Background: an optimization exercise with open tools, aiming at small area, a short achievable clock period and few clock cycles. Do not read the settings as production practice. The RTL was checked by simulation tests, not by an equivalence proof against the original design. Power figures rest on the tool's default switching activity, not on a simulated workload.

### design/flow/config.mk
export PLATFORM = sky130hd
export DESIGN_NAME = square_matrix_rotate_clockwise
export DESIGN_NICKNAME = square_matrix_rotate_clockwise
export VERILOG_FILES = /design/flow/design.v
export SDC_FILE = /design/flow/constraint.sdc
export NUM_CORES = 4
export LEC_CHECK = 0
export CAP_MARGIN = 20
export CORE_MARGIN = 2
export CORE_UTILIZATION = 40
export SETUP_SLACK_MARGIN = 5.0
export SLEW_MARGIN = 20
### design/flow/constraint.sdc
create_clock -name core_clock -period 8.0 [get_ports {clk}]
set_input_delay 1.6000 -clock core_clock [delete_from_list [all_inputs] [get_ports {clk}]]
set_output_delay 1.6000 -clock core_clock [all_outputs]
set_load 0.01 [all_outputs]
### design/flow/design.v
module square_matrix_rotate_clockwise (
	input  logic               clk,
	input  logic               arst_n,
	input  logic               start,
	output logic               busy,
	input  logic [1:0]         op,
	input  logic signed [31:0] elem_in,
	output logic               done,
	output logic signed [31:0] elem_out,
	output logic               last_elem,
	output logic               status,
	input  logic               cfg_valid,
	output logic               cfg_ready,
	input  logic               cfg_index,
	input  logic [4:0]         cfg_data
);
	localparam logic [1:0] OP_LOAD   = 2'd0;
	localparam logic [1:0] OP_ROTATE = 2'd1;
	localparam logic [1:0] OP_READ   = 2'd2;
	localparam logic [1:0] MS_IDLE  = 2'd0;
	localparam logic [1:0] MS_MOVE  = 2'd1;
	localparam logic [1:0] MS_LAST1 = 2'd2;
	localparam logic [1:0] MS_LAST2 = 2'd3;
	function automatic logic [5:0] xform(input logic [1:0] k, input logic [2:0] mm1,
		input logic [2:0] r, input logic [2:0] c);
		logic [2:0] pr, pc;
		pr = r;
		pc = c;
		if ((r <= mm1) && (c <= mm1)) begin
			case (k)
				2'd1: begin pr = mm1 - c; pc = r; end
				2'd2: begin pr = mm1 - r; pc = mm1 - c; end
				2'd3: begin pr = c; pc = mm1 - r; end
				default: begin pr = r; pc = c; end
			endcase
		end
		xform = {pr, pc};
	endfunction
	function automatic logic [2:0] clamp_m1(input logic [4:0] v);
		if (v == 5'd0) begin
			clamp_m1 = 3'd0;
		end else if (v > 5'd8) begin
			clamp_m1 = 3'd7;
		end else begin
			clamp_m1 = 3'(v - 5'd1);
		end
	endfunction
	logic [31:0] store_mem [64];
	logic        busy_q;
	logic [2:0] cols_m1, rows_m1;
	logic [3:0] lr, rr;
	logic [2:0] lc, rc;
	logic [5:0] llin, rlin;
	logic [1:0] fk;
	logic [2:0] fmm1;
	logic        s2_load, s2_read, s2_rot;
	logic [2:0]  s2_r, s2_c;
	logic [1:0]  s2_k;
	logic [2:0]  s2_mm1;
	logic        s2_last, s2_status;
	logic [31:0] s2_elem;
	logic        s3_read, s3_rot;
	logic        s3_last, s3_status;
	logic [31:0] s3_elem;
	logic [7:0]  rrow_q, rcol_q, wrow_q, wcol_q;
	logic [1:0]  mstate;
	logic [1:0]  mk;
	logic [2:0]  mmm1;
	logic [1:0]  mi, mt;
	logic [2:0]  mj;
	logic        rv_q, rfirst_q, rlast_q;
	logic        iss_v, mfirst_q, mlast_q;
	logic [5:0]  maddr_q;
	logic [5:0]  h1_addr, raddr_d_q;
	logic        h1_v, h1_first, h1_last;
	logic        mw_q, wlast_q;
	logic [31:0] tmp_q;
	logic       fix_q;
	logic [5:0] frem_l, frem_r;
	logic [3:0] frow_l, frow_r;
	logic        done_q, last_q, status_q;
	logic [31:0] elem_out_q;
	assign busy      = busy_q;
	assign cfg_ready = !busy_q;
	assign done      = done_q;
	assign elem_out  = elem_out_q;
	assign last_elem = last_q;
	assign status    = status_q;
	logic acc, cfg_acc;
	assign acc     = start && !busy_q;
	assign cfg_acc = cfg_valid && !busy_q;
	logic        pend_v;
	logic [1:0]  pend_op;
	logic [31:0] pend_elem;
	logic is_load, is_read, is_rot;
	assign is_load = pend_v && (pend_op == OP_LOAD);
	assign is_read = pend_v && (pend_op == OP_READ);
	assign is_rot  = pend_v && (pend_op == OP_ROTATE);
	logic       lwrap, rwrap;
	logic [2:0] elr, elc, err, erc;
	logic [5:0] ellin, erlin;
	logic       llast, rlast_pos;
	assign lwrap     = (lr > {1'b0, rows_m1});
	assign rwrap     = (rr > {1'b0, rows_m1});
	assign elr       = lwrap ? 3'd0 : lr[2:0];
	assign elc       = lwrap ? 3'd0 : lc;
	assign err       = rwrap ? 3'd0 : rr[2:0];
	assign erc       = rwrap ? 3'd0 : rc;
	assign ellin     = lwrap ? 6'd0 : llin;
	assign erlin     = rwrap ? 6'd0 : rlin;
	assign llast     = (elr == rows_m1) && (elc == cols_m1);
	assign rlast_pos = (err == rows_m1) && (erc == cols_m1);
	logic [3:0] alr, arr;
	logic [2:0] alc, arc;
	logic [5:0] allin, arlin;
	always_comb begin
		if (llast) begin
			alr = 4'd0;
			alc = 3'd0;
		end else if (elc == cols_m1) begin
			alr = {1'b0, elr} + 4'd1;
			alc = 3'd0;
		end else begin
			alr = {1'b0, elr};
			alc = elc + 3'd1;
		end
		allin = llast ? 6'd0 : ellin + 6'd1;
		if (rlast_pos) begin
			arr = 4'd0;
			arc = 3'd0;
		end else if (erc == cols_m1) begin
			arr = {1'b0, err} + 4'd1;
			arc = 3'd0;
		end else begin
			arr = {1'b0, err};
			arc = erc + 3'd1;
		end
		arlin = rlast_pos ? 6'd0 : erlin + 6'd1;
	end
	logic square, rot_turn, rot_move;
	assign square   = (cols_m1 == rows_m1);
	assign rot_turn = square && (cols_m1 != 3'd0);
	assign rot_move = rot_turn && (fk != 2'd0) && (fmm1 != cols_m1);
	logic fl_step, fr_step, fix_end, fix_go;
	logic [5:0] llin_n, rlin_n;
	assign llin_n = pend_v ? (is_load ? allin : ellin) : llin;
	assign rlin_n = pend_v ? (is_read ? arlin : erlin) : rlin;
	logic [1:0] fk_n;
	logic [2:0] fmm1_n;
	always_comb begin
		fk_n   = fk;
		fmm1_n = fmm1;
		if (is_rot && rot_turn) begin
			if ((fk == 2'd0) || rot_move) begin
				fk_n   = 2'd1;
				fmm1_n = cols_m1;
			end else begin
				fk_n = fk + 2'd1;
			end
		end
	end
	logic rot_move_next;
	assign rot_move_next = rot_turn && (fk_n != 2'd0) && (fmm1_n != cols_m1);
	assign fl_step = (frem_l > {3'd0, cols_m1}) && (frow_l != 4'd8);
	assign fr_step = (frem_r > {3'd0, cols_m1}) && (frow_r != 4'd8);
	assign fix_end = fix_q && !fl_step && !fr_step;
	assign fix_go  = cfg_acc && (cfg_index == 1'b0) && ((llin_n != 6'd0) || (rlin_n != 6'd0));
	logic [2:0] ma, mb, map, mbp;
	logic [1:0] ms;
	logic [5:0] maddr;
	logic       mfirst, mlast, orbit_end, ring_end, move_end;
	logic [2:0] span_m1;
	assign ma  = {1'b0, mi};
	assign mb  = {1'b0, mi} + mj;
	assign map = mmm1 - {1'b0, mi};
	assign mbp = mmm1 - {1'b0, mi} - mj;
	always_comb begin
		case (mk)
			2'd1:    ms = mt;
			2'd3:    ms = 2'd0 - mt;
			default: ms = {mt[0], mt[1]};
		endcase
		case (ms)
			2'd0:    maddr = {ma, mb};
			2'd1:    maddr = {mbp, ma};
			2'd2:    maddr = {map, mbp};
			default: maddr = {mb, map};
		endcase
	end
	assign mfirst    = (mt == 2'd0) || ((mk == 2'd2) && (mt == 2'd2));
	assign mlast     = (mt == 2'd3) || ((mk == 2'd2) && (mt == 2'd1));
	assign span_m1   = mmm1 - {mi, 1'b0} - 3'd1;
	assign orbit_end = (mt == 2'd3);
	assign ring_end  = (mj == span_m1);
	assign move_end  = orbit_end && ring_end && ({1'b0, mmm1} <= {1'b0, mi, 1'b0} + 4'd2);
	logic [1:0] mstate_d;
	always_comb begin
		mstate_d = mstate;
		unique case (mstate)
			MS_IDLE:  if (is_rot && rot_move) mstate_d = MS_MOVE;
			MS_MOVE:  if (move_end) mstate_d = MS_LAST1;
			MS_LAST1: mstate_d = MS_LAST2;
			default:  mstate_d = MS_IDLE;
		endcase
	end
	logic busy_d, fix_d;
	assign fix_d  = fix_go || (fix_q && !fix_end);
	assign busy_d = (mstate_d == MS_MOVE) || (mstate_d == MS_LAST1) || fix_d ||
		(acc && (op == OP_ROTATE) && rot_move_next);
	logic [5:0] s2_addr;
	assign s2_addr = xform(s2_k, s2_mm1, s2_r, s2_c);
	logic [31:0] rdata;
	always_comb begin
		rdata = 32'd0;
		for (int i = 0; i < 64; i++) begin
			rdata = rdata | (store_mem[i] & {32{rrow_q[i / 8] && rcol_q[i % 8]}});
		end
	end
	logic [31:0] wdata;
	assign wdata = mw_q ? (wlast_q ? tmp_q : elem_out_q) : s3_elem;
	always_ff @(posedge clk) begin
		for (int i = 0; i < 64; i++) begin
			if (wrow_q[i / 8] && wcol_q[i % 8]) begin
				store_mem[i] <= wdata;
			end
		end
		elem_out_q <= s3_rot ? 32'd0 : rdata;
	end
	logic [5:0] raddr_d, waddr_d;
	logic       we_d;
	assign raddr_d = iss_v ? maddr_q : s2_addr;
	assign waddr_d = h1_v ? h1_addr : s2_addr;
	assign we_d    = h1_v || s2_load;
	always_ff @(posedge clk) begin
		pend_op   <= op;
		pend_elem <= elem_in;
		s2_elem   <= pend_elem;
		s2_r      <= (pend_op == OP_LOAD) ? elr : err;
		s2_c      <= (pend_op == OP_LOAD) ? elc : erc;
		s2_k      <= fk;
		s2_mm1    <= fmm1;
		s2_last   <= rlast_pos;
		s2_status <= !square;
		s3_elem   <= s2_elem;
		s3_last   <= s2_last;
		s3_status <= s2_status;
		rrow_q    <= 8'd1 << raddr_d[5:3];
		rcol_q    <= 8'd1 << raddr_d[2:0];
		wcol_q    <= 8'd1 << waddr_d[2:0];
		raddr_d_q <= raddr_d;
		maddr_q   <= maddr;
		mfirst_q  <= mfirst;
		mlast_q   <= mlast;
		rfirst_q  <= mfirst_q;
		rlast_q   <= mlast_q;
		h1_addr   <= raddr_d_q;
		h1_first  <= rfirst_q;
		h1_last   <= rlast_q;
		wlast_q   <= h1_last;
		if (h1_v && h1_first) begin
			tmp_q <= elem_out_q;
		end
		if (mstate == MS_IDLE) begin
			mk   <= fk;
			mmm1 <= fmm1;
		end
		if (mstate != MS_MOVE) begin
			mi <= 2'd0;
			mj <= 3'd0;
			mt <= 2'd0;
		end else begin
			mt <= mt + 2'd1;
			if (orbit_end) begin
				if (ring_end) begin
					mj <= 3'd0;
					mi <= mi + 2'd1;
				end else begin
					mj <= mj + 3'd1;
				end
			end
		end
		if (!fix_q) begin
			frem_l <= llin_n;
			frem_r <= rlin_n;
			frow_l <= 4'd0;
			frow_r <= 4'd0;
		end else begin
			if (fl_step) begin
				frem_l <= frem_l - {3'd0, cols_m1} - 6'd1;
				frow_l <= frow_l + 4'd1;
			end
			if (fr_step) begin
				frem_r <= frem_r - {3'd0, cols_m1} - 6'd1;
				frow_r <= frow_r + 4'd1;
			end
		end
	end
	always_ff @(posedge clk or negedge arst_n) begin
		if (!arst_n) begin
			busy_q      <= 1'b0;
			pend_v      <= 1'b0;
			cols_m1     <= 3'd7;
			rows_m1     <= 3'd7;
			lr          <= 4'd0;
			lc          <= 3'd0;
			llin        <= 6'd0;
			rr          <= 4'd0;
			rc          <= 3'd0;
			rlin        <= 6'd0;
			fk          <= 2'd0;
			fmm1        <= 3'd7;
			s2_load     <= 1'b0;
			s2_read     <= 1'b0;
			s2_rot      <= 1'b0;
			wrow_q      <= 8'd0;
			s3_read     <= 1'b0;
			s3_rot      <= 1'b0;
			mstate      <= MS_IDLE;
			rv_q        <= 1'b0;
			iss_v       <= 1'b0;
			h1_v        <= 1'b0;
			mw_q        <= 1'b0;
			fix_q       <= 1'b0;
			done_q      <= 1'b0;
			last_q      <= 1'b0;
			status_q    <= 1'b0;
		end else begin
			busy_q      <= busy_d;
			pend_v      <= acc;
			if (cfg_acc) begin
				if (cfg_index == 1'b0) begin
					cols_m1 <= clamp_m1(cfg_data);
				end else begin
					rows_m1 <= clamp_m1(cfg_data);
				end
			end
			if (pend_v) begin
				lr   <= is_load ? alr : {1'b0, elr};
				lc   <= is_load ? alc : elc;
				llin <= is_load ? allin : ellin;
				rr   <= is_read ? arr : {1'b0, err};
				rc   <= is_read ? arc : erc;
				rlin <= is_read ? arlin : erlin;
			end
			if (fix_end) begin
				lr <= frow_l;
				lc <= frem_l[2:0];
				rr <= frow_r;
				rc <= frem_r[2:0];
			end
			fk   <= fk_n;
			fmm1 <= fmm1_n;
			s2_load  <= is_load;
			s2_read  <= is_read;
			s2_rot   <= is_rot;
			wrow_q   <= we_d ? (8'd1 << waddr_d[5:3]) : 8'd0;
			s3_read  <= s2_read;
			s3_rot   <= s2_rot;
			mstate   <= mstate_d;
			iss_v    <= (mstate == MS_MOVE);
			rv_q     <= iss_v;
			h1_v     <= rv_q;
			mw_q     <= h1_v;
			fix_q    <= fix_d;
			done_q   <= s3_read || s3_rot;
			last_q   <= s3_read && s3_last;
			status_q <= s3_rot && s3_status;
		end
	end
endmodule
### design/flow/run.sh
#!/bin/bash
# synth_recipe.tcl (not shown) runs the flow's synth.tcl, then flattens the netlist and writes it again
# the make line also repeats each setting of config.mk as NAME=value (left out here)
make -C /OpenROAD-flow-scripts/flow DESIGN_CONFIG=/design/flow/config.mk WORK_HOME=/design/flow/orfs CLKGATE_MAP_FILE= SYNTH_SCRIPT=/design/flow/synth_recipe.tcl finish
==> impl_metrics.py, run 1 <==
metrics = {
    "final_layout": {
        "syn_to_final_growth_pct": 15.3,
        "multi_input_area_sq_mm": 0.0163,
        "num-fill-cells": 17800,
        "register_area_sq_mm": 0.0688,
        "post-route-cell-area_sq_mm": 0.0987,
        "fin_nets": 5199,
        "drive_gt1_share_pct": 16.0,
        "finalNonFillerCells": 8123,
    },
    "synth": {
        "synth_top_flop_cell": "edfxtp_1",
        "seq_area_frac_synth_pct": 80.2,
        "yosys.area.top_type": "edfxtp_1",
        "synthArstFlopShare_pct": 2.62,
        "ys_seq_elements": 2368,
        "synthTopCellsByArea": "edfxtp_1, dfxtp_1, a22oi_1, a221oi_1, a22o_1",
        "yosys_warnings": 2,
        "synth.top_cell.area_share_pct": 73.5,
        "synthesis.area_sq_mm": 0.0857,
        "netlist_top_cells_count": "edfxtp_1, a22oi_1, a221oi_1",
        "postSynthCellCount": 4876,
        "synth_edf_count": 2097,
        "synth_nets": 4972,
        "syn_area_per_cell_sq_um": 17.6,
        "synth.most_common_cell": "edfxtp_1",
        "synthDistinctLibCells": 75,
    },
    "sta": {
        "finalCriticalPeriod_ns": 3.12,
        "slew_violations": 0,
        "max_slew_margin_pct": 10.3,
        "finalHoldViolations": 0,
        "worst_pin_slew_ns": 1.34,
        "finalWorstSetupSlack_ns": 4.88,
        "finalClockSkew_ns": 0.0684,
        "finalCritPeriodShare_pct": 39.1,
        "fmax_mhz": 320,
        "setup_viol_count_final": 0,
        "fin_setup_tns_ns": 0,
        "rsz0062_at_grt": "true",
    },
    "place": {
        "gp_congestion": 0.851,
        "placed_area_sq_mm": 0.0908,
        "dp_slack_ns": 4.30,
        "io_buffers": 80,
        "dp.cells": 7649,
        "hpwl_mm": 175,
    },
    "setup_path": {
        "worstPathRequired_ns": 6.40,
        "crit_end": "busy",
        "reg2regPathDepth": 7,
        "worstSetupEndpointType": "output port",
        "r2r_slack_ns": 4.88,
        "critical_path.max_fanout": 3,
        "critPathLaunchType": "flop",
        "crit_start": "busy_q",
        "crit_type": "reg2out",
        "worstPathArrival_ns": 1.52,
        "r2r-start": "rrow_q[7]",
        "worst_r2r_endpoint": "elem_out_q[31]",
    },
    "clocking": {
        "cts_buffer_depth": 3,
        "clk_latency_ns": 0.90,
        "numCtsBuffers": 218,
        "path_clk_slew_ns": 0.06,
        "cts_max_level": 4,
        "cts_hold_buf": 0,
        "clock-sinks": 2368,
        "cts_tree": "built",
        "cts_root_buf": "clkbuf_16",
    },
    "drt": {
        "postRouteAntennaNets": 0,
        "met1_length_mm": 119,
        "dr_wl_met2_mm": 148,
        "routed_wl_mm": 349,
        "firstDrtPassIters": 7,
        "met3_length_mm": 60.1,
        "remaining_drc_errors": 0,
        "highest_layer": "met5",
        "avgViaCountPerCell": 6.87,
        "vias": 55800,
        "drtIter0Drc": 12500,
        "wire_per_inst_um": 43.0,
    },
    "power": {
        "intPower_mw": 22.3,
        "cellLeakagePower_nw": 31.9,
        "swShare_pct": 28.8,
        "seqPwrFrac_pct": 49.0,
        "power_frac_clock_pct": 33.5,
        "irDropWorstVdd_mv": 0.342,
        "netSwitchingPower_mw": 9.02,
        "cellPowerDensity_mw_per_mm2": 317,
        "combPwrFrac_pct": 17.6,
    },
    "die": {
        "dieArea_sq_mm": 0.218,
        "core_area_sq_mm": 0.213,
        "die_w_um": 467,
        "row_count": 169,
        "io_pins": 81,
        "start_util_pct": 40.3,
        "die_h_um": 467,
    },
    "global_routing": {
        "grt_overflow": 0,
        "grt_usage_pct": 31.1,
        "grt_first_pass_wirelength_mm": 456,
        "grt_max_degree": 65,
        "antenna_found_initial": 9,
        "grt_pass1_vias": 51000,
    },
    "job": {
        "cap_violations": 0,
    },
    "hold_path": {
        "whs_path_depth": 0,
        "hold_class": "reg2reg",
    },
    "run_status": {
        "status": "no timing/DRC/antenna violations",
    },
}
-- power by group through the flow --
stage | clock, mW | sequential [mW] | combinational (mW)
floorplan | 0 | 15.3 | 2.80
global placement | 0 | 15.5 | 4.77
detailed placement | 0 | 15.5 | 4.89
CTS | 10.4 | 15.3 | 5.16
global route | 10.9 | 15.3 | 5.74
finish | 10.5 | 15.3 | 5.50
-- metrics by stage --
step / power [mW] / utilization, % / hold WS [ns]
2_1_floorplan: 18.1 / - / 0.310
3_3_place_gp: 20.3 / 42.6 / 0.310
3_5_place_dp: 20.4 / 42.7 / 0.312
4_1_cts: 30.9 / 46.3 / 0.325
5_1_grt: 32.0 / 46.5 / 0.324
6_report: 31.3 / 46.5 / 0.323
-- layer usage --
metal	track usage [%]	vias to the layer above
met3	10.7	1228
met4	15.2	12
met1	41.6	28300
met2	45.3	5729
li1	-	20500
met5	0	-
-- worst min-delay path by stage --
stage,endpoint,startpoint,slack [ns]
final,s2_elem[29],pend_elem[29],0.32
after global routing,s2_elem[29],pend_elem[29],0.32
after CTS,s2_elem[29],pend_elem[29],0.32
after detailed placement,h1_addr[5],raddr_d_q[5],0.31
after global placement,s2_elem[13],pend_elem[13],0.31
after floorplan,h1_addr[0],raddr_d_q[0],0.31
-- registers in the layout, indices dropped and copies added (netlist names), 8 cells and up --
name        cells
store_mem    2048
elem_out_q     32
pend_elem      32
s2_elem        32
s3_elem        32
tmp_q          32
rcol_q          8
rrow_q          8
wcol_q          8
wrow_q          8
-- logic make-up after synthesis --
| logic type | Yosys count | synth area share (%) |
|---|---|---|
| adders and majority gates | 52 | 0.830 |
| muxes | 52 | 0.621 |
| DFF | 2368 | 80.2 |
| buffers and inverters | 355 | 1.58 |
| xor gates and xnor gates | 38 | 0.389 |
| AOI/OAI and AO/OA | 1281 | 11.8 |
| and+or+nand+nor | 730 | 4.55 |
-- repair_timing --
action                     CTS  global route
gates cloned                 1             1
gates resized for setup    264            47
setup buffers               43            10
pin swaps                    6            14
setup endpoints to repair   67            78
-- critical path, stage by stage (launching register included) --
cell	delay [ns]
dfrtp_2	0.45
buf_6	0.14
buf_6	0.11
-- placed cells by master, fill, tap and decap left out, types with 35 or more instances in the layout --
cell type,count
dfrtp_1,49
inv_1,52
clkdlybuf4s50_1,42
a22oi_1,420
edfxtp_1,2097
dfxtp_1,176
ha_1,39
clkbuf_16,224
buf_4,204
and2_2,115
buf_6,40
clkbuf_1,76
nand4_1,137
nor3_1,64
mux2i_1,43
nand2_1,90
nor2_1,114
a22o_1,307
o21ai_0,35
a221oi_1,308
a21oi_1,69
nand3_1,88
-- layout make-up --
type,count,area share (%)
clock buffers,335,6.44
well taps,2821,3.57
repair inverters,1,0.00760
flip-flops and latches,2368,69.7
diodes,3,0.00760
multi-input cells,2154,16.5
clock inverters,81,0.774
repair buffers,304,2.72
inverters,56,0.221
Testbench counts, summed over its fixed seeds: cycles 7,449.
==> inputs of run 2 (changes only) <==
--- a/design/flow/design.v
+++ b/design/flow/design.v
@@ -89,4 +89,6 @@
 	logic acc, cfg_acc;
-	assign acc     = start && !busy_q;
-	assign cfg_acc = cfg_valid && !busy_q;
+	logic pred_q, busy_int;
+	assign busy_int = (mstate == MS_MOVE) || (mstate == MS_LAST1) || fix_q || pred_q;
+	assign acc      = start && !busy_int;
+	assign cfg_acc  = cfg_valid && !busy_int;
 	logic        pend_v;
@@ -147,2 +149,5 @@
 	assign rlin_n = pend_v ? (is_read ? arlin : erlin) : rlin;
+	logic lnz_n, rnz_n;
+	assign lnz_n = is_load ? !llast : !((pend_v && lwrap) || (llin == 6'd0));
+	assign rnz_n = is_read ? !rlast_pos : !((pend_v && rwrap) || (rlin == 6'd0));
 	logic [1:0] fk_n;
@@ -162,3 +167,3 @@
 	logic rot_move_next;
-	assign rot_move_next = rot_turn && (fk_n != 2'd0) && (fmm1_n != cols_m1);
+	assign rot_move_next = !is_rot && rot_move;
 	assign fl_step = (frem_l > {3'd0, cols_m1}) && (frow_l != 4'd8);
@@ -166,3 +171,3 @@
 	assign fix_end = fix_q && !fl_step && !fr_step;
-	assign fix_go  = cfg_acc && (cfg_index == 1'b0) && ((llin_n != 6'd0) || (rlin_n != 6'd0));
+	assign fix_go  = cfg_acc && (cfg_index == 1'b0) && (lnz_n || rnz_n);
 	logic [2:0] ma, mb, map, mbp;
@@ -207,4 +212,5 @@
 	assign fix_d  = fix_go || (fix_q && !fix_end);
-	assign busy_d = (mstate_d == MS_MOVE) || (mstate_d == MS_LAST1) || fix_d ||
-		(acc && (op == OP_ROTATE) && rot_move_next);
+	logic pred_d;
+	assign pred_d = acc && (op == OP_ROTATE) && rot_move_next;
+	assign busy_d = (mstate_d == MS_MOVE) || (mstate_d == MS_LAST1) || fix_d || pred_d;
 	logic [5:0] s2_addr;
@@ -300,2 +306,3 @@
 			busy_q      <= 1'b0;
+			pred_q      <= 1'b0;
 			pend_v      <= 1'b0;
@@ -328,2 +335,3 @@
 			busy_q      <= busy_d;
+			pred_q      <= pred_d;
 			pend_v      <= acc;
--- a/design/flow/config.mk
+++ b/design/flow/config.mk
@@ -10,2 +10,4 @@
 export CORE_UTILIZATION = 40
+export CTS_CLUSTER_DIAMETER = 100
+export CTS_CLUSTER_SIZE = 24
 export SETUP_SLACK_MARGIN = 5.0
==> run 2 against run 1 <==
Net effect: highest routed layer unchanged; critical path type is now reg2reg; non-clock buffer count shrank 14; clock power is 37% lower; still clean; flip-flop and latch count grew 1.
==> impl_metrics.py, run 2 <==
metrics = {
    "clocking": {
        "cts_hold_buf": 0,
        "cts_buffer_depth": 3,
        "clock-sinks": 2369,
        "path_clk_slew_ns": 0.10,
        "cts_tree": "built",
        "cts_root_buf": "clkbuf_16",
        "cts_max_level": 3,
        "clk_latency_ns": 0.85,
        "numCtsBuffers": 110,
    },
    "final_layout": {
        "largest_reg_flops": 2048,
        "layout_commonest_cell": "edfxtp_1",
        "post-route-cell-area_sq_mm": 0.0961,
        "finalNonFillerCells": 8169,
        "largest_register": "store_mem",
        "num-fill-cells": 18800,
        "post-route-util_pct": 44.4,
        "drive_gt1_share_pct": 11.5,
        "final_cell_mix": "edfxtp_1, a22oi_1, nor2_1",
        "fin_nets": 5316,
        "syn_to_final_growth_pct": 10.5,
    },
    "job": {
        "cap_violations": 0,
    },
    "sta": {
        "finalCriticalPeriod_ns": 3.10,
        "setup_viol_count_final": 0,
        "fmax_mhz": 323,
        "fin_setup_tns_ns": 0,
        "hold_ws_ns": 0.288,
        "rsz0062_at_grt": "true",
        "slew_violations": 0,
        "finalHoldViolations": 0,
        "finalCritPeriodShare_pct": 38.7,
        "finalClockSkew_ns": 0.0908,
        "worst_pin_slew_ns": 1.27,
        "max_slew_margin_pct": 15.6,
        "finalWorstSetupSlack_ns": 4.90,
    },
    "synth": {
        "seq_area_frac_synth_pct": 79.1,
        "yosys.area.top_type": "edfxtp_1",
        "synthDistinctLibCells": 91,
        "synth-simple-area-share_pct": 3.94,
        "synth_fa_ha_area_share_pct": 0.887,
        "syn_area_per_cell_sq_um": 16.9,
        "synth.top_cell.area_share_pct": 72.4,
        "ys_seq_elements": 2369,
        "synth-xor-area-share_pct": 0.494,
        "synthTopCellsByArea": "edfxtp_1, a22oi_1, dfxtp_1, a222oi_1, dfrtp_1",
        "postSynthCellCount": 5130,
        "synth_compound_area_share_pct": 13.2,
        "synthesis.area_sq_mm": 0.0869,
        "synth_top_flop_cell": "edfxtp_1",
        "synthMuxAreaShare_pct": 0.638,
        "netlist_top_cells_count": "edfxtp_1, a22oi_1, dfxtp_1",
        "synth_nets": 5230,
        "synth.most_common_cell": "edfxtp_1",
        "synth_top_family_by_area": "compound AO/OA/AOI/OAI gates",
        "synthArstFlopShare_pct": 2.66,
        "synth_edf_count": 2097,
        "yosys_warnings": 2,
    },
    "place": {
        "dp_slack_ns": 4.21,
        "io_buffers": 80,
        "placed_area_sq_mm": 0.0920,
        "hpwl_mm": 161,
        "gp_congestion": 0.851,
        "dp.cells": 7926,
    },
    "setup_path": {
        "worstSetupEndpointType": "flop",
        "worstPathRequired_ns": 8.76,
        "critPathLaunchType": "flop",
        "crit_type": "reg2reg",
        "worstPathArrival_ns": 3.86,
        "critical_path.max_fanout": 22,
    },
    "power": {
        "irDropWorstVdd_mv": 0.204,
        "cellLeakagePower_nw": 29.1,
        "total_power_mw": 28.9,
        "cellPowerDensity_mw_per_mm2": 301,
    },
    "drt": {
        "wire_per_inst_um": 39.7,
        "remaining_drc_errors": 0,
        "vias": 55600,
        "postRouteAntennaNets": 0,
        "drtIter0Drc": 11900,
        "routed_wl_mm": 324,
        "avgViaCountPerCell": 6.81,
        "firstDrtPassIters": 7,
    },
    "global_routing": {
        "grt_overflow": 0,
        "grt_usage_pct": 28.4,
        "grt_pass1_vias": 51900,
        "grt_max_degree": 91,
        "grt_first_pass_wirelength_mm": 436,
        "antenna_found_initial": 7,
    },
    "die": {
        "row_count": 171,
        "die_h_um": 470,
        "start_util_pct": 40.1,
        "io_pins": 81,
        "core_area_sq_mm": 0.217,
        "die_w_um": 470,
        "dieArea_sq_mm": 0.221,
    },
    "run_status": {
        "status": "no timing/DRC/antenna violations",
    },
    "hold_path": {
        "hold_class": "reg2reg",
    },
}
[run 2: cell types whose count changed after synthesis, moves of 70 or more]
| cell | before | now |
|---|---|---|
| a221oi_1 | 309 | 50 |
| a22o_1 | 307 | 80 |
| a22oi_1 | 420 | 600 |
| o22ai_1 | 6 | 156 |
| a222oi_1 | 0 | 144 |
| a21oi_1 | 105 | 207 |
| nand4_1 | 137 | 43 |
| nor2_1 | 116 | 206 |
| buf_1 | 31 | 117 |
| clkbuf_1 | 256 | 182 |
| a32oi_1 | 1 | 71 |
[run 2: cell type report]
cell class | count | area, sq um | share of cell area [%]
clock inverter | 9 | 223 | 0.232
clock buffer | 197 | 3100 | 3.23
timing repair buffer | 290 | 2620 | 2.72
inverter | 76 | 330 | 0.344
tap | 2854 | 3570 | 3.72
sequential | 2369 | 68900 | 71.7
multi-input combinational | 2369 | 17300 | 18.0
antenna | 5 | 12.5 | 0.0130
[run 2: worst paths after layout]
check / startpoint / endpoint / slack, ns / depth (start not counted)
min reg2reg: s2_elem[4] / s3_elem[4] / 0.29 / 0
max: rrow_q[6] / elem_out_q[8] / 4.90 / 6
min in group asynchronous: arst_n / rr[1] / 1.02 / 2
min: s2_elem[4] / s3_elem[4] / 0.29 / 0
max reg2reg: rrow_q[6] / elem_out_q[8] / 4.90 / 6
max in group asynchronous: arst_n / mw_q / 6.34 / 2
[run 2: layer usage]
| layer | vias up | GRT usage [%] | routed length, um |
|---|---|---|---|
| li1 | 21200 | - | - |
| met1 | 28500 | 38.6 | 114000 |
| met2 | 5068 | 43.3 | 144000 |
| met3 | 867 | 6.89 | 48700 |
| met4 | 2 | 12.8 | 17900 |
| met5 | - | 0 | 13 |
[run 2: cell families (layout without fill, tap and decap cells)]
| group | count (synthesis) | in the layout |
|---|---|---|
| DFF | 2369 | 2369 |
| xor gates and xnor gates | 49 | 49 |
| muxes | 54 | 54 |
| and+or+nand+nor | 675 | 675 |
| buffers and inverters | 392 | 572 |
| adders and majority gates | 57 | 57 |
| AOI/OAI and AO/OA | 1534 | 1534 |
| other | 0 | 5 |
[run 2: what timing repair did]
action,CTS,global route
setup buffers,21,11
setup endpoints to repair,104,280
hold endpoints to repair,0,0
pin swaps,1,8
gates cloned,0,0
resized for setup,290,45
[run 2: worst max-delay path, stage by stage (launching register included)]
cell and delay, ns:
dfxtp_4 0.63, clkinv_2 0.67, nor2_2 0.89, a22oi_1 0.18
o2111ai_1 0.35, nor4_1 0.14, a41oi_1 0.17
[run 2: power breakdown]
group          total, mW  leakage [nW]  internal [mW]  switching, mW
Combinational       6.99          6.12           2.19           4.80
Sequential          15.3          21.4           14.4          0.838
Clock               6.63          1.56           2.69           3.94
Total               28.9          29.1           19.3           9.57
Testbench counts of run 2, summed over its fixed seeds: cycles 7,449.
==> inputs of run 3 (changes only) <==
--- a/design/flow/config.mk
+++ b/design/flow/config.mk
@@ -9,3 +9,3 @@
 export CORE_MARGIN = 2
-export CORE_UTILIZATION = 40
+export CORE_UTILIZATION = 50
 export CTS_CLUSTER_DIAMETER = 100
==> run 3 against run 2 <==
Net effect: largest power group unchanged; clock skew down 0.035 ns; final area shrank 0.63%; synthesized cell count stayed put; global-route usage up 7.9 points; register-to-register slack worse by 0.04 ns; critical path type unchanged; clock power shrank 2%; routed wire length is 1.4% higher; still clean; utilization rose by 11 points; non-clock buffer count is 12 higher.
==> impl_metrics.py, run 3 <==
metrics = {
    "run_status": {
        "status": "no timing/DRC/antenna violations",
    },
    "setup_path": {
        "crit_type": "reg2reg",
        "crit_chain": "clkinv_2 -> buf_4 -> o22ai_1 -> nor2_1 -> nand4_1 -> nor4_1 -> a21oi_1",
        "worstPathArrival_ns": 3.79,
        "cpMaxStageDelayCell": "buf_4",
        "worstPathRequired_ns": 8.66,
        "critical_path.max_fanout": 28,
        "worstSetupEndpointType": "flop",
        "cp_slowest_stage_delay_ns": 0.58,
        "critPathLaunchType": "flop",
    },
    "place": {
        "hpwl_mm": 171,
        "io_buffers": 80,
        "dp.cells": 7404,
        "gp_congestion": 0.848,
    },
    "synth": {
        "netlist_top_cells_count": "edfxtp_1, a22oi_1, dfxtp_1",
        "synth.top_cell.area_share_pct": 72.4,
        "syn_area_per_cell_sq_um": 16.9,
        "synth_edf_count": 2097,
        "synthDistinctLibCells": 91,
        "synth_nets": 5230,
        "yosys.area.top_type": "edfxtp_1",
        "synth_top_flop_cell": "edfxtp_1",
        "ys_seq_elements": 2369,
        "seq_area_frac_synth_pct": 79.1,
        "postSynthCellCount": 5130,
        "synthTopCellsByArea": "edfxtp_1, a22oi_1, dfxtp_1, a222oi_1, dfrtp_1",
        "synth.most_common_cell": "edfxtp_1",
        "synthesis.area_sq_mm": 0.0869,
        "yosys_warnings": 2,
        "synthArstFlopShare_pct": 2.66,
    },
    "drt": {
        "routed_wl_mm": 329,
        "wire_per_inst_um": 43.0,
        "avgViaCountPerCell": 7.31,
        "postRouteAntennaNets": 0,
        "firstDrtPassIters": 8,
        "remaining_drc_errors": 0,
        "vias": 55900,
        "drtIter0Drc": 12400,
    },
    "sta": {
        "fmax_mhz": 319,
        "finalCriticalPeriod_ns": 3.14,
        "finalHoldViolations": 0,
        "slew_violations": 0,
        "fin_setup_tns_ns": 0,
        "max_slew_margin_pct": 17.3,
        "finalClockSkew_ns": 0.0557,
        "rsz0062_at_grt": "true",
        "finalCritPeriodShare_pct": 39.2,
        "worst_pin_slew_ns": 1.24,
        "setup_viol_count_final": 0,
    },
    "final_layout": {
        "final_cell_mix": "edfxtp_1, a22oi_1, nor2_1",
        "syn_to_final_growth_pct": 9.82,
        "largest_reg_flops": 2048,
        "post-route-util_pct": 55.1,
        "layout_commonest_cell": "edfxtp_1",
        "finalNonFillerCells": 7644,
        "largest_register": "store_mem",
        "fin_nets": 5327,
        "drive_gt1_share_pct": 11.9,
        "num-fill-cells": 13400,
    },
    "power": {
        "irDropWorstVdd_mv": 0.271,
        "cellPowerDensity_mw_per_mm2": 304,
        "cellLeakagePower_nw": 29.2,
    },
    "clocking": {
        "cts_max_level": 3,
        "clk_latency_ns": 0.82,
        "cts_buffer_depth": 3,
        "cts_root_buf": "clkbuf_16",
        "clock-sinks": 2369,
        "cts_hold_buf": 0,
        "numCtsBuffers": 109,
        "cts_tree": "built",
        "path_clk_slew_ns": 0.10,
    },
    "die": {
        "dieArea_sq_mm": 0.177,
        "die_h_um": 421,
        "io_pins": 81,
        "die_w_um": 421,
        "core_area_sq_mm": 0.173,
        "row_count": 153,
        "start_util_pct": 50.2,
    },
    "hold_path": {
        "hold_class": "reg2reg",
    },
    "global_routing": {
        "antenna_found_initial": 10,
        "grt_usage_pct": 36.3,
        "grt_pass1_vias": 52100,
        "grt_max_degree": 98,
        "grt_overflow": 0,
        "grt_first_pass_wirelength_mm": 442,
    },
    "job": {
        "cap_violations": 0,
    },
}
## run 3: cell count changes in the layout (fill, tap and decap cells not counted), moves of 3 or more
cell,delta
buf_2,+6
nor4_1,-3
nor3_2,+3
nor3_1,-3
nor2_1,-3
clkinv_16,-4
diode_2,-3
clkbuf_1,-5
buf_4,+16
buf_6,-11
## run 3: layout make-up
class	count	area [sq um]	area share, %
repair buffers	302	2700	2.83
clock buffers	192	3080	3.23
multi-input cells	2369	17400	18.2
flip-flops and latches	2369	68900	72.2
clock inverters	9	136	0.143
inverters	76	307	0.321
diodes	2	5.00	0.00524
well taps	2325	2910	3.05
## run 3: report_power, final
group          switching, mW  internal (mW)  total (mW)  leakage (nW)
Combinational           5.02           2.22        7.24          6.21
Clock                   3.86           2.66        6.52          1.52
Sequential             0.850           14.4        15.3          21.4
## run 3: routing by layer
layer  track usage, %  routed length [um]  part of all wire [%]  up-vias
li1                 -                   -                     -    21300
met4             18.0               21200                   6.5       10
met5                0                  75                 0.023        -
met1             49.3              113000                    34    28500
met2             55.0              146000                    44     5113
met3             8.82               48700                    15      966
## run 3: critical path, delay by kind of cell (launching register included)
family	cells	cell delay, ns
compound gates	2	0.41
simple gates	3	0.87
flops	1	0.52
buf+inv	2	1.11
## run 3: path summary, 6_finish.rpt
kind / start / to / slack, ns / depth (start not counted)
max: rrow_q[6] / elem_out_q[25] / 4.86 / 7
min: pend_elem[0] / s2_elem[0] / 0.31 / 0
max reg2reg: rrow_q[6] / elem_out_q[25] / 4.86 / 7
min reg2reg: pend_elem[0] / s2_elem[0] / 0.31 / 0
max in group asynchronous: arst_n / s3_rot / 6.38 / 2
min in group asynchronous: arst_n / llin[5] / 1.00 / 2
## run 3: cell families (layout without fill, tap and decap cells)
logic type | after synthesis | after routing | synth area share, %
AO/OA/AOI/OAI | 1534 | 1534 | 13.2
multiplexers | 54 | 54 | 0.638
other | 0 | 2 | 0
AND/OR/NAND/NOR | 675 | 675 | 3.94
buffers and inverters | 392 | 579 | 1.72
adder cells (fa/ha/maj) | 57 | 57 | 0.887
flip-flops | 2369 | 2369 | 79.1
XOR/XNOR | 49 | 49 | 0.494
## run 3: metrics by stage
stage / hold WS, ns / setup WS, ns / instance area, sq um / power [mW]
after global routing: 0.333 / 4.94 / 95400 / 29.7
after global placement: 0.310 / 4.28 / 91400 / 22.1
after detailed placement: 0.312 / 4.29 / 91400 / 22.2
after floorplan: 0.310 / 4.96 / 87000 / 18.8
final: 0.309 / 4.86 / 95500 / 29.1
after CTS: 0.333 / 4.95 / 95200 / 28.7
## run 3: repair_timing
item                       in CTS  in global routing
hold endpoints to repair        0                  0
pin swaps                       4                  8
setup endpoints to repair     104                293
setup buffers                  29                  6
resized for setup             299                 33
gates cloned                    1                  1
==> inputs of run 4 (changes only) <==
--- a/design/flow/design.v
+++ b/design/flow/design.v
@@ -64,3 +64,4 @@
 	logic [31:0] s3_elem;
-	logic [7:0]  rrow_q, rcol_q, wrow_q, wcol_q;
+	logic [63:0] rsel_q;
+	logic [7:0]  wrow_q, wcol_q;
 	logic [1:0]  mstate;
@@ -221,3 +222,3 @@
 		for (int i = 0; i < 64; i++) begin
-			rdata = rdata | (store_mem[i] & {32{rrow_q[i / 8] && rcol_q[i % 8]}});
+			rdata = rdata | (store_mem[i] & {32{rsel_q[i]}});
 		end
@@ -252,4 +253,3 @@
 		s3_status <= s2_status;
-		rrow_q    <= 8'd1 << raddr_d[5:3];
-		rcol_q    <= 8'd1 << raddr_d[2:0];
+		rsel_q    <= 64'd1 << raddr_d;
 		wcol_q    <= 8'd1 << waddr_d[2:0];
--- a/design/flow/config.mk
+++ b/design/flow/config.mk
@@ -9,3 +9,3 @@
 export CORE_MARGIN = 2
-export CORE_UTILIZATION = 50
+export CORE_UTILIZATION = 40
 export CTS_CLUSTER_DIAMETER = 100
==> run 4 against run 3 <==
Net effect: worst setup slack gained 0.013 ns; first-iteration DRC count is 4.8% higher; non-clock buffer count decreased by 16; critical path depth down 1; synthesized cell count shrank 4.3%; global-route usage shrank 5.3 points; sequential share of layout area increased by 0.41 points; via count up 0.27%; die area up 25%; flip-flop and latch count is 48 higher; largest cell class unchanged.
==> impl_metrics.py, run 4 <==
metrics = {
    "setup_path": {
        "crit_chain": "buf_4 -> a22o_1 -> a221oi_1 -> nand4_1 -> nor3_1 -> a21oi_1",
        "worstPathArrival_ns": 3.78,
        "crit_type": "reg2reg",
        "worstPathRequired_ns": 8.66,
        "crit_start": "rsel_q[12]",
        "cpMaxStageDelayCell": "dfxtp_2",
        "crit_family": "flip-flops",
        "worstSetupEndpointType": "flop",
        "critPathBufInv": 1,
        "critPathLaunchType": "flop",
        "critical_path.max_fanout": 18,
        "cp_slowest_stage_delay_ns": 1.18,
        "r2r-start": "rsel_q[12]",
    },
    "global_routing": {
        "grt_overflow": 0,
        "grt_usage_pct": 31.0,
        "grt_max_degree": 65,
        "antenna_found_initial": 19,
        "grt_first_pass_wirelength_mm": 460,
        "grt_pass1_vias": 50400,
    },
    "final_layout": {
        "largest_reg_flops": 2048,
        "layout_commonest_cell": "edfxtp_1",
        "post-route-cell-area_sq_mm": 0.0962,
        "drive_gt1_share_pct": 12.3,
        "largestRegisters": "store_mem x2048, rsel_q x64",
        "syn_to_final_growth_pct": 10.9,
        "post-route-util_pct": 44.7,
        "largest_register": "store_mem",
        "final_cell_mix": "edfxtp_1, a22oi_1, a221oi_1",
        "num-fill-cells": 18500,
        "fin_nets": 5170,
    },
    "clocking": {
        "clk_latency_ns": 0.85,
        "clock-sinks": 2417,
        "cts_tree": "built",
        "path_clk_slew_ns": 0.10,
        "cts_max_level": 3,
        "cts_root_buf": "clkbuf_16",
        "numCtsBuffers": 112,
        "cts_hold_buf": 0,
        "cts_buffer_depth": 3,
    },
    "drt": {
        "drtIter0Drc": 13000,
        "vias": 56000,
        "firstDrtPassIters": 8,
        "remaining_drc_errors": 0,
        "routed_wl_mm": 354,
        "postRouteAntennaNets": 0,
        "wire_per_inst_um": 44.1,
        "avgViaCountPerCell": 6.99,
    },
    "synth": {
        "yosys_warnings": 2,
        "synth_top_flop_cell": "edfxtp_1",
        "postSynthCellCount": 4910,
        "seq_area_frac_synth_pct": 80.3,
        "ys_seq_elements": 2417,
        "yosys.area.top_type": "edfxtp_1",
        "synth_nets": 5010,
        "synth_edf_count": 2097,
        "synth.most_common_cell": "edfxtp_1",
        "synthArstFlopShare_pct": 2.61,
        "synthDistinctLibCells": 94,
        "synthTopCellsByArea": "edfxtp_1, dfxtp_1, a22oi_1, a221oi_1, a22o_1",
        "syn_area_per_cell_sq_um": 17.7,
        "synth.top_cell.area_share_pct": 72.5,
        "synthesis.area_sq_mm": 0.0868,
        "netlist_top_cells_count": "edfxtp_1, a22oi_1, a221oi_1",
    },
    "sta": {
        "hold_ws_ns": 0.333,
        "finalHoldViolations": 0,
        "setup_viol_count_final": 0,
        "worst_pin_slew_ns": 1.33,
        "finalClockSkew_ns": 0.0809,
        "fmax_mhz": 320,
        "finalCriticalPeriod_ns": 3.12,
        "fin_setup_tns_ns": 0,
        "finalCritPeriodShare_pct": 39.0,
        "rsz0062_at_grt": "true",
        "slew_violations": 0,
        "max_slew_margin_pct": 11.3,
    },
    "die": {
        "start_util_pct": 40.3,
        "row_count": 170,
        "die_w_um": 470,
        "core_area_sq_mm": 0.215,
        "die_h_um": 470,
        "io_pins": 81,
        "dieArea_sq_mm": 0.221,
    },
    "place": {
        "gp_congestion": 0.845,
        "hpwl_mm": 171,
        "io_buffers": 80,
        "placed_area_sq_mm": 0.0924,
    },
    "power": {
        "cellPowerDensity_mw_per_mm2": 306,
        "irDropWorstVdd_mv": 0.216,
        "total_power_mw": 29.5,
        "cellLeakagePower_nw": 30.2,
    },
    "job": {
        "cap_violations": 0,
    },
    "hold_path": {
        "min-delay-start": "pend_elem[18]",
        "hold_class": "reg2reg",
    },
    "run_status": {
        "status": "no timing/DRC/antenna violations",
    },
}
-- run 4: stage by stage --
stage,setup slack [ns],instances
final,4.88,8019
after global routing,4.92,8004
after CTS,4.92,7987
after detailed placement,4.84,7762
after global placement,4.64,7744
after floorplan,4.96,4910
-- run 4: final timing paths --
path / slack [ns] / depth (start not counted) / endpoint
setup / recovery: 4.88 / 6 / elem_out_q[0]
hold / removal: 0.33 / 0 / s2_elem[18]
max in group asynchronous: 6.34 / 1 / mw_q
hold reg to reg: 0.33 / 0 / s2_elem[18]
min in group asynchronous: 0.95 / 1 / mw_q
setup reg to reg: 4.88 / 6 / elem_out_q[0]
-- run 4: area by class of cell --
class | instances | area [sq um] | area share (%)
diodes | 16 | 40.0 | 0.0416
clock buffers | 202 | 3230 | 3.35
clock inverters | 7 | 159 | 0.165
inverters | 62 | 240 | 0.250
multi-input cells | 2191 | 16400 | 17.1
flip-flops and latches | 2417 | 69900 | 72.6
well taps | 2838 | 3550 | 3.69
repair buffers | 286 | 2690 | 2.79
-- run 4: layer usage --
metal	up-vias	share of wire, %	track usage (%)
li1	20400	-	-
met1	28400	33	39.9
met2	5865	42	45.4
met3	1291	18	12.1
met4	18	6.8	15.8
met5	-	0.052	0
-- run 4: kinds of logic (layout without fill, tap and decap cells) --
kind of cell | Yosys count | after routing | synth area share [%]
XOR/XNOR | 52 | 52 | 0.525
other | 0 | 16 | 0
flip-flops | 2417 | 2417 | 80.3
AND/OR/NAND/NOR | 721 | 721 | 4.32
multiplexers | 46 | 46 | 0.541
adder cells (fa/ha/maj) | 57 | 57 | 0.888
buffers and inverters | 303 | 557 | 1.38
AO/OA/AOI/OAI | 1314 | 1315 | 12.0
-- run 4: report_power, final --
part           internal [mW]  switching (mW)
combinational           1.97            4.38
sequential              15.6           0.796
clock                   2.78            4.00
total                   20.3            9.18
-- run 4: timing repair --
item / in CTS / in global routing
pin swaps: 3 / 8
resized for setup: 217 / 14
gates cloned: 0 / 1
setup buffers: 16 / 15
setup endpoints to repair: 207 / 83
Testbench counts of run 4, summed over its fixed seeds: cycles 7,449.

-- afterwards: timing with drivers on the ports --
In the flow no input, the clock included, has a driving cell. The finished layouts below were timed again as built, in two steps. Step 1 sets driving cells, clkbuf_16 on the clock port and buf_2 on the other inputs (assumed; they add their load-dependent delay and slew). Step 2, shift: input delay + t, output delay - t, t = (earliest + latest rising clock arrival at the registers) / 2. This alone moves slack from input paths to output paths. Three values: ideal, step 1, step 2; two values: the first two.
run | shift t [ns] | setup WS [ns] | worst setup path after step 2 | pins driven straight from the clock port
run 1 | 0.945 | 4.876 / 4.792 / 4.620 | input to register | 1
run 2 | 0.892 | 4.903 / 4.867 / 4.452 | input to register | 1
run 3 | 0.875 | 4.864 / 4.864 / 4.402 | input to register | 1
run 4 | 0.897 | 4.878 / 4.866 / 4.878 | register to register | 1
After both steps every run listed still meets setup and hold. The setup slack of run 3, which loses most, moves by 0.000 ns with the drivers and by -0.462 ns with both steps.
